This design comes from an exercise in tuning for small area, a short achievable clock period and few clock cycles on the open sky130 flow, not from production work. At most, simulation tests tie the RTL to the original design; equivalence was not proved. Power and IR drop assume default switching activity.

== old ==
Design lidar_scan_packet_deframer, start of the top module:
module lidar_scan_packet_deframer
(
  input  logic        clk,
  input  logic        rst,
  input  logic        s_tvalid,
  output logic        s_tready,
  input  logic [7:0]  s_tdata,
  output logic        m_tvalid,
  input  logic        m_tready,
  output logic [63:0] m_tdata,
  output logic [2:0]  m_tuser,
  output logic        m_tlast,
  input  logic        psel,
  input  logic        penable,
  input  logic        pwrite,
  input  logic [2:0]  paddr,
  input  logic [31:0] pwdata,
  output logic [31:0] prdata,
  output logic        pready
);
Settings: LEC_CHECK=0, ABC_CLOCK_PERIOD_IN_PS=2000, CAP_MARGIN=20, CORE_MARGIN=2, CORE_UTILIZATION=40, SETUP_SLACK_MARGIN=2.3, SLEW_MARGIN=20; clock period 4.5 ns.
run.sh (not shown) runs the stock make flow with config.mk's settings and CLKGATE_MAP_FILE= SYNTH_SCRIPT=/design/flow/synth_recipe.tcl, a recipe that flattens the netlist after the stock synthesis.
Input changes introduced in new (baseline for comparison: old):
--- a/flow/design.v
+++ b/flow/design.v
@@ -274,59 +274,73 @@
       cfull <= cm_any ? (cp_nx == rd_nx) : (cfull && !ld);
       if (cm1) begin
         wp <= inc40(wp);
       end else if (smp_go && ckerr) begin
         wp <= cp;
       end else if (smp_go) begin
         wp <= inc40(wp);
       end
     end
   end
+  logic [5:0] ub0, ub1;
+  assign ub1 = used - p_c;
+  assign ub0 = ub1 + 6'd1;
   always_ff @(posedge clk) begin
-    if (smp_go && ckerr) ub <= (ld ? used - 6'd1 : used) - p_c + 6'd1;
+    if (smp_go && ckerr) ub <= ld ? ub1 : ub0;
   end
   always_ff @(posedge clk) begin
     if (!full) mem[wp] <= wdata;
     if (go && good) pp_start <= cp;
   end
   logic        pkt_act;    
   logic [5:0]  r_left;     
   logic [14:0] d_sa, d_ea;
   logic        d_t;
   logic [2:0]  out_code;
   logic [15:0] out_dist;
   logic [5:0]  out_i;
   logic        out_last;
   logic [7:0]  ftally;
   logic        rd_first, rd_smp, rd_last;
   logic [15:0] rd_word;
   assign ld       = nz && (!m_tvalid || m_tready);
   assign rd_first = !pkt_act && cm_pend && (rd == pp_start);
   assign rd_smp   = pkt_act || rd_first;
   assign rd_last  = pkt_act ? (r_left == 6'd1) : (p_c == 6'd1);
-  logic [DEPTH-1:0] rd_oh;
+  logic [9:0] rd_g;
+  logic [3:0] rd_s;
+  assign rd[1:0] = {rd_s[2] | rd_s[3], rd_s[1] | rd_s[3]};
+  assign rd[5:2] = {rd_g[8] | rd_g[9],
+                    rd_g[4] | rd_g[5] | rd_g[6] | rd_g[7],
+                    rd_g[2] | rd_g[3] | rd_g[6] | rd_g[7],
+                    rd_g[1] | rd_g[3] | rd_g[5] | rd_g[7] | rd_g[9]};
+  logic [15:0] grp_word [0:9];
   always_comb begin
+    for (int g = 0; g < 10; g++) begin
+      grp_word[g] = '0;
+      for (int k = 0; k < 4; k++) grp_word[g] = grp_word[g] | (mem[4*g+k] & {16{rd_s[k]}});
+    end
     rd_word = '0;
-    for (int k = 0; k < DEPTH; k++) rd_word = rd_word | (mem[k] & {16{rd_oh[k]}});
+    for (int g = 0; g < 10; g++) rd_word = rd_word | (grp_word[g] & {16{rd_g[g]}});
   end
   always_ff @(posedge clk) begin
     if (rst) begin
-      rd       <= '0;
-      rd_oh    <= DEPTH'(1);
+      rd_g     <= 10'd1;
+      rd_s     <= 4'd1;
       cm_pend  <= 1'b0;
       pkt_act  <= 1'b0;
       m_tvalid <= 1'b0;
       ftally   <= 8'd255;
     end else begin
       if (ld) begin
-        rd       <= inc40(rd);
-        rd_oh    <= {rd_oh[DEPTH-2:0], rd_oh[DEPTH-1]};
+        rd_s     <= {rd_s[2:0], rd_s[3]};
+        if (rd_s[3]) rd_g <= {rd_g[8:0], rd_g[9]};
         m_tvalid <= 1'b1;
         if (rd_smp) begin
           pkt_act <= !rd_last;
           ftally  <= 8'd0;
         end else if (ftally < 8'd254) begin
           ftally  <= ftally + 8'd1;
         end
       end else if (m_tready) begin
         m_tvalid <= 1'b0;
       end
@@ -340,19 +354,19 @@
       if (rd_first) begin
         d_sa <= p_sa;
         d_ea <= p_ea;
         d_t  <= p_t;
       end else if (!rd_smp) begin
         d_sa <= '0;
         d_ea <= '0;
         d_t  <= 1'b0;
       end
       out_code <= rd_smp ? 3'd0 : rd_word[2:0];
-      out_dist <= rd_smp ? rd_word : 16'd0;
+      out_dist <= {rd_word[15:3], rd_smp ? rd_word[2:0] : 3'd0};
       out_i    <= pkt_act ? out_i + 6'd1 : 6'd0;
       out_last <= !rd_smp || rd_last;
     end
   end
   assign m_tdata = {3'b000, ftally, d_t, d_ea, d_sa, out_i, out_dist};
   assign m_tuser = out_code;
   assign m_tlast = out_last;
 endmodule
## What came out
Compared with old, new shows clock buffer count in the final layout that has gone up slightly.
The capturing instance or port of the critical path comes out full in one run and cfull in the other, namely in old and new respectively.
Looking at old and new, the layout overhead on the synthesized area is a wash.
From old to new the numbers moved as follows: clock latency of the later-clocked register in the worst-skew pair lost 0.02 ns, worst hold slack rose by 0.0079 ns.
Relative to old, complex-gate fraction of the synthesized area has increased by 0.49 points in new.
In new the final clock period utilization by the worst path turned out 2.6 points higher than in old.
From old to new the numbers moved as follows: reported combinational group power rose 43%, overall track demand over capacity in global routing now smaller, cell row count went down.
new vs. old: net switching power went up by about 14%.
Flip-flop and latch count (new vs. old) decreases by a few percent
Re number of ordinary and repair buffers in the finished layout: new is 7 down on old.
Min sequential cell fraction of total power across old and new: new
Function was not checked in any run of this note: the RTL went through the layout flow alone.

========
Setup of before:
lidar_scan_packet_deframer, a different RTL version from the one above (not shown whole).
Size in the first run: about 880 flip-flops, ~0.035 mm^2 of cells after synthesis.
Settings: LEC_CHECK=0, ABC_CLOCK_PERIOD_IN_PS=2000, CAP_MARGIN=20, CORE_MARGIN=2, CORE_UTILIZATION=30, CTS_CLUSTER_DIAMETER=100, CTS_CLUSTER_SIZE=25, SETUP_SLACK_MARGIN=2.3, SLEW_MARGIN=20; clock period 4.5 ns.
before: PASS, flow complete, no timing, DRC or antenna violations
Testbench counts of before, summed over its fixed seeds: cycles 18,726.
> inputs changed (before -> after)
--- a/flow/design.v
+++ b/flow/design.v
@@ -172,14 +172,16 @@
   logic [15:0] mem [0:DEPTH-1];
   logic [5:0]  wp, cp, rd;
   logic [5:0]  used;       
   logic        nz;         
   logic        cm_pend;    
   logic [5:0]  pp_start;   
   logic        ld;         
+  logic        cm_pend_nx;
+  logic        rd_first;   
   assign word  = {h_b, held};
   assign stall = full || (st[S_COUNT] && cm_pend) || st[S_CKERR];
   logic cnt_bad;
   assign cnt_bad = (held[0] && !h_eq1) || !h_cok;
   assign err = (st[S_HDR0] && !h_aa) || (st[S_HDR1] && !h_55) ||
                (st[S_TYPE] && !h_le1) || (st[S_COUNT] && cnt_bad) ||
                ((st[S_SA_LO] || st[S_EA_LO]) && !h_b[0]);
@@ -217,16 +219,16 @@
     if (rst) begin
       st  <= ST_HUNT;
       rdy <= 1'b1;
     end else begin
       if (st[S_CKERR]) st <= ST_HUNT;
       else if (go) st <= st_nx;
       rdy <= !(((h_v && !go) || accept) &&
-               ((go ? st_nx[S_COUNT] : st[S_COUNT]) && (cm_pend || (go && good)) ||
-                (go && ckerr) || (used >= 6'd38)));
+               ((go ? st_nx[S_COUNT] : st[S_COUNT]) && cm_pend_nx ||
+                (go && ckerr) || full_nx));
     end
   end
   always_ff @(posedge clk) begin
     if (go) begin
       held <= h_b;
       if (st[S_HDR0]) xsum <= XOR_SEED;
       if (st[S_COUNT] || st[S_SA_HI] || st[S_EA_HI] || st[S_CK_HI] || st[S_SMP_HI])
@@ -253,16 +255,18 @@
   logic [5:0] rd_p1;
   logic       rd_eq_cp, rd1_eq_cp;
   assign rd_p1     = inc40(rd);
   assign rd_nx     = ld ? rd_p1 : rd;
   assign rd_eq_cp  = (rd == cp);
   assign rd1_eq_cp = (rd_p1 == cp);
   assign cp_nx  = cm_any ? inc40(wp) : cp;
-  logic u_inc;
-  assign u_inc = (go && err) || (smp_go && !ckerr);
+  logic u_inc, full_nx;
+  assign u_inc   = (go && err) || (smp_go && !ckerr);
+  assign full_nx = ld ? (u_inc && full) :
+                   st[S_CKERR] ? (ub == 6'd39) : u_inc ? (used == 6'd39) : full;
   always_comb begin
     if (st[S_CKERR]) begin
       uc0 = ub + 6'd1;     uc1 = ub;
     end else if (u_inc) begin
       uc0 = used + 6'd1;   uc1 = used;
     end else begin
       uc0 = used;          uc1 = used - 6'd1;
@@ -274,16 +278,15 @@
       cp    <= '0;
       used  <= '0;
       full  <= 1'b0;
       nz    <= 1'b0;
       cfull <= 1'b0;
     end else begin
       used  <= ld ? uc1 : uc0;
-      full  <= ld ? (u_inc && full) :
-               st[S_CKERR] ? (ub == 6'd39) : u_inc ? (used == 6'd39) : full;
+      full  <= full_nx;
       cp    <= cp_nx;
       nz    <= cm_any || (ld ? !rd1_eq_cp : (cfull || !rd_eq_cp));
       cfull <= cm_any ? (ld ? (wp == rd) : (inc40(wp) == rd)) : (cfull && !ld);
       if (cm1) begin
         wp <= inc40(wp);
       end else if (smp_go && ckerr) begin
         wp <= cp;
@@ -307,18 +310,18 @@
   logic [14:0] d_sa, d_ea;
   logic        d_t;
   logic [2:0]  out_code;
   logic [15:0] out_dist;
   logic [5:0]  out_i;
   logic        out_last;
   logic [7:0]  ftally;
-  logic        rd_first, rd_smp, rd_last;
+  logic        rd_smp, rd_last;
   logic [15:0] rd_word;
   assign ld       = nz && (!m_tvalid || m_tready);
-  logic pkt_act_nx, cm_pend_nx, at_start_nx;
+  logic pkt_act_nx, at_start_nx;
   assign pkt_act_nx  = (ld && rd_smp) ? !rd_last : pkt_act;
   assign cm_pend_nx  = (go && good) || (cm_pend && !(ld && rd_first));
   assign at_start_nx = (go && good) ? (ld ? rd1_eq_cp : rd_eq_cp)
                                     : (ld ? (rd_p1 == pp_start) : (rd == pp_start));
   assign rd_smp   = pkt_act || rd_first;
   assign rd_last  = pkt_act ? (r_left == 6'd1) : (p_c == 6'd1);
   logic [9:0] rd_g;
[summary]
- after: no failed stages, no open violations at the end
- before went all the way through the flow, and no timing, DRC or antenna check failed.
- Achievable clock frequency: after vs before down 3.8%
- Changes observed in after relative to before: count of multi-input gates fell by 37; post-route cell area fell by about 0.8%; routed wire length fell by 3.1%; fraction of layout instances using a drive strength above 1 fell by 0.74 points.
- Compared after against before; global-route usage within noise.
- after: initial antenna violation count is 1 lower than what before reported.
- Count of non-filler cells in the finished layout: after < before
- Power density over cell area (lower): before
- As far as critical path depth goes, after and before are indistinguishable; the numbers are identical.
Function not checked in after: the RTL went through the layout flow alone.

==> re-timing with driven ports <==
Ports are ideal in the flow. The routed layouts listed here were re-timed in OpenROAD. Step 1: set_driving_cell puts a clkbuf_16 on clk and a buf_2 on each other input, an assumption about the parent block. Step 2 times the ports against the registers' clock, not the clock port: input delays grow and output delays shrink by t, the midpoint of the rising clock arrivals with the driver on. a / b / c = ideal / step 1 / step 2; a / b = the first two.
run | t, ns | setup WS [ns] | worst setup path at the end | clock arrival spread, ns | worst slew at a driven data input, ns
old | 0.708 | 2.023 / 2.023 / 1.442 | input to register | 0.065 / 0.065 | 0.05
new | 0.685 | 1.906 / 1.907 / 1.253 | input to register | 0.059 / 0.059 | 0.05
before | 0.691 | 2.322 / 2.273 / 1.702 | input to register | 0.036 / 0.036 | 0.05
after | 0.680 | 2.235 / 2.235 / 1.583 | input to register | 0.037 / 0.037 | 0.05
After both steps every run listed still meets setup and hold. For new, which loses most, drivers alone change the setup slack by +0.001 ns; drivers and shift together by -0.653 ns.
